This design comes from an exercise in tuning for small area and a short achievable clock period on the open sky130 flow, not from production work.
The RTL was checked by simulation tests, not by an equivalence proof against the original design.
Power is estimated from default activity; no workload was simulated.

## quartz
Design wts_sound_core, start of the top module:
module wts_sound_core (
	input  logic                                clk,
	input  logic                                nreset,
	input  logic [wts_timing_pkg::NUM_CH-1:0]   key_on,
	input  logic [wts_timing_pkg::NUM_CH*wts_wave_pkg::FREQ_W-1:0] reg_frequency_count,   
	input  logic [wts_timing_pkg::NUM_CH*wts_wave_pkg::VOL_W-1:0]  reg_volume,            
	input  logic [wts_timing_pkg::NUM_CH*2-1:0]                    reg_enable,            
	input  logic [wts_wave_pkg::ID_W-1:0]       sram_id,
	input  logic [wts_wave_pkg::PHASE_W-1:0]    sram_a,
	input  logic [wts_wave_pkg::SAMPLE_W-1:0]   sram_d,
	input  logic                                sram_oe,
	input  logic                                sram_we,
	output logic [wts_wave_pkg::SAMPLE_W-1:0]   sram_q,
	output logic                                sram_q_en,
	output logic [wts_wave_pkg::OUT_W-1:0]      left_out,
	output logic [wts_wave_pkg::OUT_W-1:0]      right_out
);
For scale: ~5,400 cells after synthesis, roughly 0.070 mm2 of cells after synthesis.
Settings: LEC_CHECK=0, CAP_MARGIN=20, CORE_MARGIN=2, CORE_UTILIZATION=40, CTS_CLUSTER_DIAMETER=60, CTS_CLUSTER_SIZE=20, SETUP_SLACK_MARGIN=3.6, SLEW_MARGIN=20; clock period 6.5 ns.
run.sh (not shown) runs the stock make flow with config.mk's settings and CLKGATE_MAP_FILE= SYNTH_SCRIPT=/design/flow/synth_recipe.tcl, a recipe that flattens the netlist after the stock synthesis.
Here is what was changed in the inputs of tundra compared with quartz.
# quartz
export LEC_CHECK = 0
export CAP_MARGIN = 20
export CORE_MARGIN = 2
export CORE_UTILIZATION = 40
export CTS_CLUSTER_DIAMETER = 60
export CTS_CLUSTER_SIZE = 20
export SETUP_SLACK_MARGIN = 3.6
export SLEW_MARGIN = 20
create_clock -name core_clock -period 6.5 [get_ports {clk}]
# tundra
export LEC_CHECK = 0
export CAP_MARGIN = 20
export CORE_MARGIN = 2
export CORE_UTILIZATION = 40
export CTS_BUF_LIST = sky130_fd_sc_hd__clkbuf_8
export CTS_CLUSTER_DIAMETER = 60
export CTS_CLUSTER_SIZE = 15
export SETUP_SLACK_MARGIN = 3.6
export SLEW_MARGIN = 20
create_clock -name core_clock -period 6.5 [get_ports {clk}]
==> flow/flow/run.sh (new file) <==
#!/bin/bash
set -euo pipefail
bash standard.sh BUFFER_PORTS_ARGS="-buffer_cell sky130_fd_sc_hd__buf_2" finish > standard_flow.log 2>&1
==> flow/standard.sh (new file) <==
#!/bin/bash
# synth_recipe.tcl (not shown) runs the flow's synth.tcl, then flattens the netlist and writes it again
# the make line also repeats each setting of config.mk as NAME=value (left out here)
make -C /OpenROAD-flow-scripts/flow DESIGN_CONFIG=/design/flow/config.mk WORK_HOME=/design/flow/orfs CLKGATE_MAP_FILE= SYNTH_SCRIPT=/design/flow/synth_recipe.tcl "${@:-finish}"
removed: flow/run.sh
--- outcome ---
- Of quartz and tundra, tundra shows the higher global routing usage summed across all routing layers, with quartz below it.
- For final critical path time including I/O delays and setup, tundra and quartz come out practically identical.
- Compared with quartz, tundra shows a higher clock-buffer cell count.
- Every run (quartz and tundra) finished clean.
- Against quartz, tundra reports a data arrival time of the critical path that is higher.
- Against quartz, total power of the final layout in tundra came out better.
- tundra: design area lower than quartz
- Post-layout net count | tundra above quartz
## Diff of input files: sierra against tundra
==> flow/flow/run.sh <==
#!/bin/bash
set -euo pipefail
bash standard.sh \
	BUFFER_PORTS_ARGS="-buffer_cell sky130_fd_sc_hd__buf_2" \
	CTS_ARGS="-sink_clustering_enable -repair_clock_nets -sink_clustering_size 20 -sink_clustering_max_diameter 60 -buf_list sky130_fd_sc_hd__clkbuf_16 -dont_use_dummy_load" \
	finish > standard_flow.log 2>&1
## What came out
tundra: PASS, flow complete, no timing, DRC or antenna violations. Per the final summary, sierra finished and its layout is clean on timing, DRC and antenna. The lower sequential fraction of design power came out of sierra. [compare] base=tundra new=sierra: total power picked up an extra 0.0012 W; maximum frequency moved down. sierra vs. tundra: cell count went down by about 1.1%. Compared with tundra, in sierra sum of met2 wire segment lengths after detailed routing higher; area share of buffers outside the clock network lower; setup slack of the critical path after layout lower; share of layout cells above drive strength 1 lower; total global-route track usage roughly the same. sierra ended up with a22oi_1 as its master of the slowest instance on the critical path; tundra ended up with nand3_1. Taking tundra over sierra, the layout buffer count excluding clock buffers ratio works out to 1.05.
The following lists how maple was set up differently from sierra:
# sierra
export LEC_CHECK = 0
export CAP_MARGIN = 20
export CORE_MARGIN = 2
export CORE_UTILIZATION = 40
export CTS_BUF_LIST = sky130_fd_sc_hd__clkbuf_8
export CTS_CLUSTER_DIAMETER = 60
export CTS_CLUSTER_SIZE = 15
export SETUP_SLACK_MARGIN = 3.6
export SLEW_MARGIN = 20
create_clock -name core_clock -period 6.5 [get_ports {clk}]
# maple
export LEC_CHECK = 0
export CAP_MARGIN = 20
export CORE_MARGIN = 2
export CORE_UTILIZATION = 55
export SETUP_SLACK_MARGIN = 3.6
export SLEW_MARGIN = 20
create_clock -name core_clock -period 6.5 [get_ports {clk}]
==> flow/flow/run.sh <==
#!/bin/bash
set -euo pipefail
bash standard.sh \
	BUFFER_PORTS_ARGS="-buffer_cell sky130_fd_sc_hd__buf_2" \
	CTS_ARGS="-sink_clustering_enable -repair_clock_nets -sink_clustering_size 15 -sink_clustering_max_diameter 60 -buf_list sky130_fd_sc_hd__clkbuf_8 -dont_use_dummy_load" \
	finish > standard_flow.log 2>&1
[summary]
maple ran to completion and came out clean on the timing, design-rule and antenna checks. Compared with sierra, maple shows a higher longest individual stage delay on the worst path. Summary — standard cell core area, maple relative to sierra: lower, by 0.047 mm2. Via count of the first global-routing pass down 500 in maple wrt sierra. maple against sierra: transition at the pin with the smallest max-transition slack increased 17 ps; clock tree cell share of total cell area decreased 1.5 points; average via count per standard cell shows an increase of about 8%; die footprint lost 27%. Critical-path cell with the highest stage delay: a22oi_1 -> sierra, nand3_1 -> maple. Compared with sierra, placement density in the core of maple is higher. Compared with sierra, in maple routed wire length fell about 2.8%, final area fell about 2.6%.
The following lists how zinc was set up differently from maple:
# maple
export LEC_CHECK = 0
export CAP_MARGIN = 20
export CORE_MARGIN = 2
export CORE_UTILIZATION = 55
export SETUP_SLACK_MARGIN = 3.6
export SLEW_MARGIN = 20
create_clock -name core_clock -period 6.5 [get_ports {clk}]
# zinc
export LEC_CHECK = 0
export CAP_MARGIN = 20
export CORE_MARGIN = 2
export CORE_UTILIZATION = 40
export CTS_BUF_LIST = sky130_fd_sc_hd__clkbuf_8
export CTS_CLUSTER_DIAMETER = 60
export CTS_CLUSTER_SIZE = 15
export SETUP_SLACK_MARGIN = 3.6
export SLEW_MARGIN = 20
create_clock -name core_clock -period 6.5 [get_ports {clk}]
==> flow/run.sh (new file) <==
#!/bin/bash
# synth_recipe.tcl (not shown) runs the flow's synth.tcl, then flattens the netlist and writes it again
# the make line also repeats each setting of config.mk as NAME=value (left out here)
make -C /OpenROAD-flow-scripts/flow DESIGN_CONFIG=/design/flow/config.mk WORK_HOME=/design/flow/orfs CLKGATE_MAP_FILE= SYNTH_SCRIPT=/design/flow/synth_recipe.tcl finish
removed: flow/flow/run.sh
removed: flow/standard.sh
--- outcome ---
Result for maple and zinc: all clean
Diff maple..zinc | reported leakage power | negligible
Delta (zinc minus maple): required time at the worst-slack endpoint grew by 20 ps; relative contribution of combinational cells to total power saw little to no change; final area +0.0015 mm2.
For the transition time of the tightest slew-check pin, zinc came in 89 ps higher than maple did.
Of maple and zinc, zinc shows the higher wire length of the first global-routing pass, with maple below it.
On total power, the higher figure sits with zinc, not maple.
zinc vs maple: final worst-path setup slack up in zinc
zinc ended up with a higher clock latency on the worst-skew pair than maple did.
Taking maple as the reference point, the synthesis-to-layout area growth of zinc rises by 2.1 points.


Starting RTL as in the previous note.
make LEC_CHECK=0 CAP_MARGIN=20 CORE_MARGIN=2 CORE_UTILIZATION=65 CTS_CLUSTER_DIAMETER=60 CTS_CLUSTER_SIZE=20 SETUP_SLACK_MARGIN=3.8 SLEW_MARGIN=20 finish   # period 6.5 ns
Stock flow here: none of the scripts above is used.
Change:
- CORE_UTILIZATION: 65 -> 40
- CTS_BUF_LIST: not set -> sky130_fd_sc_hd__clkbuf_8
- CTS_CLUSTER_DIAMETER: 60 -> 50
- CTS_CLUSTER_SIZE: 20 -> 12
- SETUP_SLACK_MARGIN: 3.8 -> 3.6
Outcome:
- worst setup slack improves by 150 ps
- die area grows by 62%
- clock skew grows by 41 ps
- routed wire length grows by 2.1%
- worst hold slack degrades by 24 ps
- utilization shrinks by 29 points
Change:
==> flow/flow/run.sh (new file) <==
#!/bin/bash
set -euo pipefail
bash standard.sh \
	BUFFER_PORTS_ARGS="-buffer_cell sky130_fd_sc_hd__buf_2" \
	CTS_ARGS="-sink_clustering_enable -repair_clock_nets -sink_clustering_size 15 -sink_clustering_max_diameter 60 -buf_list sky130_fd_sc_hd__clkbuf_8 -dont_use_dummy_load" \
	finish > standard_flow.log 2>&1
==> flow/standard.sh (new file) <==
#!/bin/bash
# synth_recipe.tcl (not shown) runs the flow's synth.tcl, then flattens the netlist and writes it again
# the make line also repeats each setting of config.mk as NAME=value (left out here)
make -C /OpenROAD-flow-scripts/flow DESIGN_CONFIG=/design/flow/config.mk WORK_HOME=/design/flow/orfs CLKGATE_MAP_FILE= SYNTH_SCRIPT=/design/flow/synth_recipe.tcl "${@:-finish}"
- CTS_CLUSTER_DIAMETER: 50 -> 60
- CTS_CLUSTER_SIZE: 12 -> 15
- SETUP_SLACK_MARGIN: 3.6 -> 3.8
removed: flow/run.sh
Effect: The changed run went through all stages and came out clean. Setup slack gets better by 90 ps. Non-clock buffer count goes up by 128. Count of clock-buffer cells in the layout goes down by 48. Via count goes up by 1.5%. Cell area goes up by 1.1%. Sequential power hardly moves. Power goes down by 4.9%. Die area stays the same.
Change:
- SETUP_SLACK_MARGIN: 3.8 -> 3.6
The new run completed without violations.
Power is lower by 0.96%.
Clock skew is lower by 23 ps.
Final area is lower by 3.6%.
Critical path depth is lower by 6.
Change:
- CAP_MARGIN: 20 -> 5
- CTS_BUF_LIST: sky130_fd_sc_hd__clkbuf_8 -> not set
- CTS_CLUSTER_DIAMETER: 60 -> not set
- CTS_CLUSTER_SIZE: 15 -> not set
- SLEW_MARGIN: 20 -> 5
Worst hold slack stays the same.
Core utilization does not change.
Critical path depth stays the same.
Change:
==> flow/run.sh (new file) <==
#!/bin/bash
# synth_recipe.tcl (not shown) runs the flow's synth.tcl, then flattens the netlist and writes it again
# the make line also repeats each setting of config.mk as NAME=value (left out here)
make -C /OpenROAD-flow-scripts/flow DESIGN_CONFIG=/design/flow/config.mk WORK_HOME=/design/flow/orfs CLKGATE_MAP_FILE= SYNTH_SCRIPT=/design/flow/synth_recipe.tcl finish
- CAP_MARGIN: 5 -> 20
- CTS_CLUSTER_DIAMETER: not set -> 60
- CTS_CLUSTER_SIZE: not set -> 20
- SETUP_SLACK_MARGIN: 3.6 -> 3.4
- SLEW_MARGIN: 5 -> 20
removed: flow/flow/run.sh
removed: flow/standard.sh
Effect: The new run ran to the end with no violations. Hold slack gains 34 ps. Sequential power hardly moves. Total power climbs by about 10%. Routed wire length is lower by about 3.6%. Cell count barely changes. Count of clock-buffer cells in the layout went down by 15. Combinational power shrinks by about 7%. Maximum frequency went down by 6.8%. Register-to-register slack degrades by 210 ps.


== the previous run ==
Starting RTL as in the previous note.
## wts_sound_core
module wts_sound_core (
	input  logic                                clk,
	input  logic                                nreset,
	input  logic [wts_timing_pkg::NUM_CH-1:0]   key_on,
	input  logic [wts_timing_pkg::NUM_CH*wts_wave_pkg::FREQ_W-1:0] reg_frequency_count,   
	input  logic [wts_timing_pkg::NUM_CH*wts_wave_pkg::VOL_W-1:0]  reg_volume,            
	input  logic [wts_timing_pkg::NUM_CH*2-1:0]                    reg_enable,            
	input  logic [wts_wave_pkg::ID_W-1:0]       sram_id,
	input  logic [wts_wave_pkg::PHASE_W-1:0]    sram_a,
	input  logic [wts_wave_pkg::SAMPLE_W-1:0]   sram_d,
	input  logic                                sram_oe,
	input  logic                                sram_we,
	output logic [wts_wave_pkg::SAMPLE_W-1:0]   sram_q,
	output logic                                sram_q_en,
	output logic [wts_wave_pkg::OUT_W-1:0]      left_out,
	output logic [wts_wave_pkg::OUT_W-1:0]      right_out
);
  ...
==> flow/config.mk <==
export PLATFORM = sky130hd
export DESIGN_NAME = wts_sound_core
export DESIGN_NICKNAME = wts_sound_core
export VERILOG_FILES = /design/flow/design.v
export SDC_FILE = /design/flow/constraint.sdc
export NUM_CORES = 4
export LEC_CHECK = 0
export CAP_MARGIN = 20
export CORE_MARGIN = 2
export CORE_UTILIZATION = 40
export CTS_BUF_LIST = sky130_fd_sc_hd__clkbuf_8
export CTS_CLUSTER_DIAMETER = 60
export CTS_CLUSTER_SIZE = 15
export SETUP_SLACK_MARGIN = 3.4
export SLEW_MARGIN = 20
==> flow/constraint.sdc <==
create_clock -name core_clock -period 6.5 [get_ports {clk}]
set_input_delay 1.3000 -clock core_clock [delete_from_list [all_inputs] [get_ports {clk}]]
set_output_delay 1.3000 -clock core_clock [all_outputs]
set_load 0.01 [all_outputs]
standard.sh (not shown) runs the stock make flow with config.mk's settings and CLKGATE_MAP_FILE= SYNTH_SCRIPT=/design/flow/synth_recipe.tcl, a recipe that flattens the netlist after the stock synthesis.
==> flow/flow/run.sh <==
#!/bin/bash
set -euo pipefail
bash standard.sh \
	BUFFER_PORTS_ARGS="-buffer_cell sky130_fd_sc_hd__buf_2" \
	CTS_ARGS="-sink_clustering_enable -repair_clock_nets -sink_clustering_size 15 -sink_clustering_max_diameter 60 -buf_list sky130_fd_sc_hd__clkbuf_8 -dont_use_dummy_load" \
	finish > standard_flow.log 2>&1
The flow did not stop early for the previous run: all stages ran, and the layout cleared the timing, design-rule and antenna checks.
The following lists how the current run was set up differently from the previous run:
- CTS_CLUSTER_SIZE no longer set, was 15
- SETUP_SLACK_MARGIN now 3.6, was 3.4
- CTS_CLUSTER_DIAMETER no longer set, was 60
- PLACE_DENSITY now 0.65, previously not set
- CTS_BUF_LIST no longer set, was sky130_fd_sc_hd__clkbuf_8
When the current run is measured against the previous run, its clock skew turns out 0.010 ns higher. Going from the previous run to the current run, post-layout total power comparable; count of placed standard cells including taps comparable; routed wire length now larger.

afterwards: timing with drivers on the ports:
No port has a modelled driver above. Below, the same layouts with a new extraction and two added sets of constraints. Step 1 (the two cells are an assumption about what drives the block):
set clk [get_ports {clk}]
set_driving_cell -lib_cell sky130_fd_sc_hd__clkbuf_16 $clk
set_driving_cell -lib_cell sky130_fd_sc_hd__buf_2 [delete_from_list [all_inputs] $clk]
Step 2 moves the port delays by t, midway between the first and last clock arrival at a register: inputs arrive t later, outputs are due t later. That takes back most of the time a late clock gives input paths. Three values: ideal, step 1, step 2; two values: the first two.
run	t (ns)	slack for setup (ns)	worst setup path at the end	slew at the worst register clock pin (ns)
quartz	0.883	3.569 / 3.569 / 2.774	input to register	0.09 / 0.09
tundra	1.027	3.566 / 3.566 / 2.616	input to register	0.10 / 0.10
sierra	0.867	3.528 / 3.528 / 2.755	input to register	0.09 / 0.09
maple	0.988	3.489 / 3.489 / 2.765	input to register	0.10 / 0.10
zinc	1.050	3.511 / 3.511 / 2.655	input to register	0.10 / 0.10
the first run of note 2	0.853	3.427 / 3.461 / 2.633	input to register	0.09 / 0.09
the second run of note 2	1.048	3.577 / 3.572 / 2.683	input to register	0.09 / 0.09
the third run of note 2	1.016	3.667 / 3.617 / 2.678	input to register	0.11 / 0.11
the fourth run of note 2	1.000	3.562 / 3.562 / 2.613	input to register	0.10 / 0.10
the fifth run of note 2	1.000	3.562 / 3.562 / 2.613	input to register	0.10 / 0.10
the sixth run of note 2	0.878	3.349 / 3.349 / 2.619	input to register	0.09 / 0.09
the previous run	0.992	3.381 / 3.381 / 2.525	input to register	0.10 / 0.10
the current run	0.995	3.517 / 3.517 / 2.678	input to register	0.10 / 0.10
After both steps setup and hold are still met in every run listed. The setup slack of the third run of note 2, which loses most, moves by -0.050 ns with the drivers and by -0.989 ns with both steps.
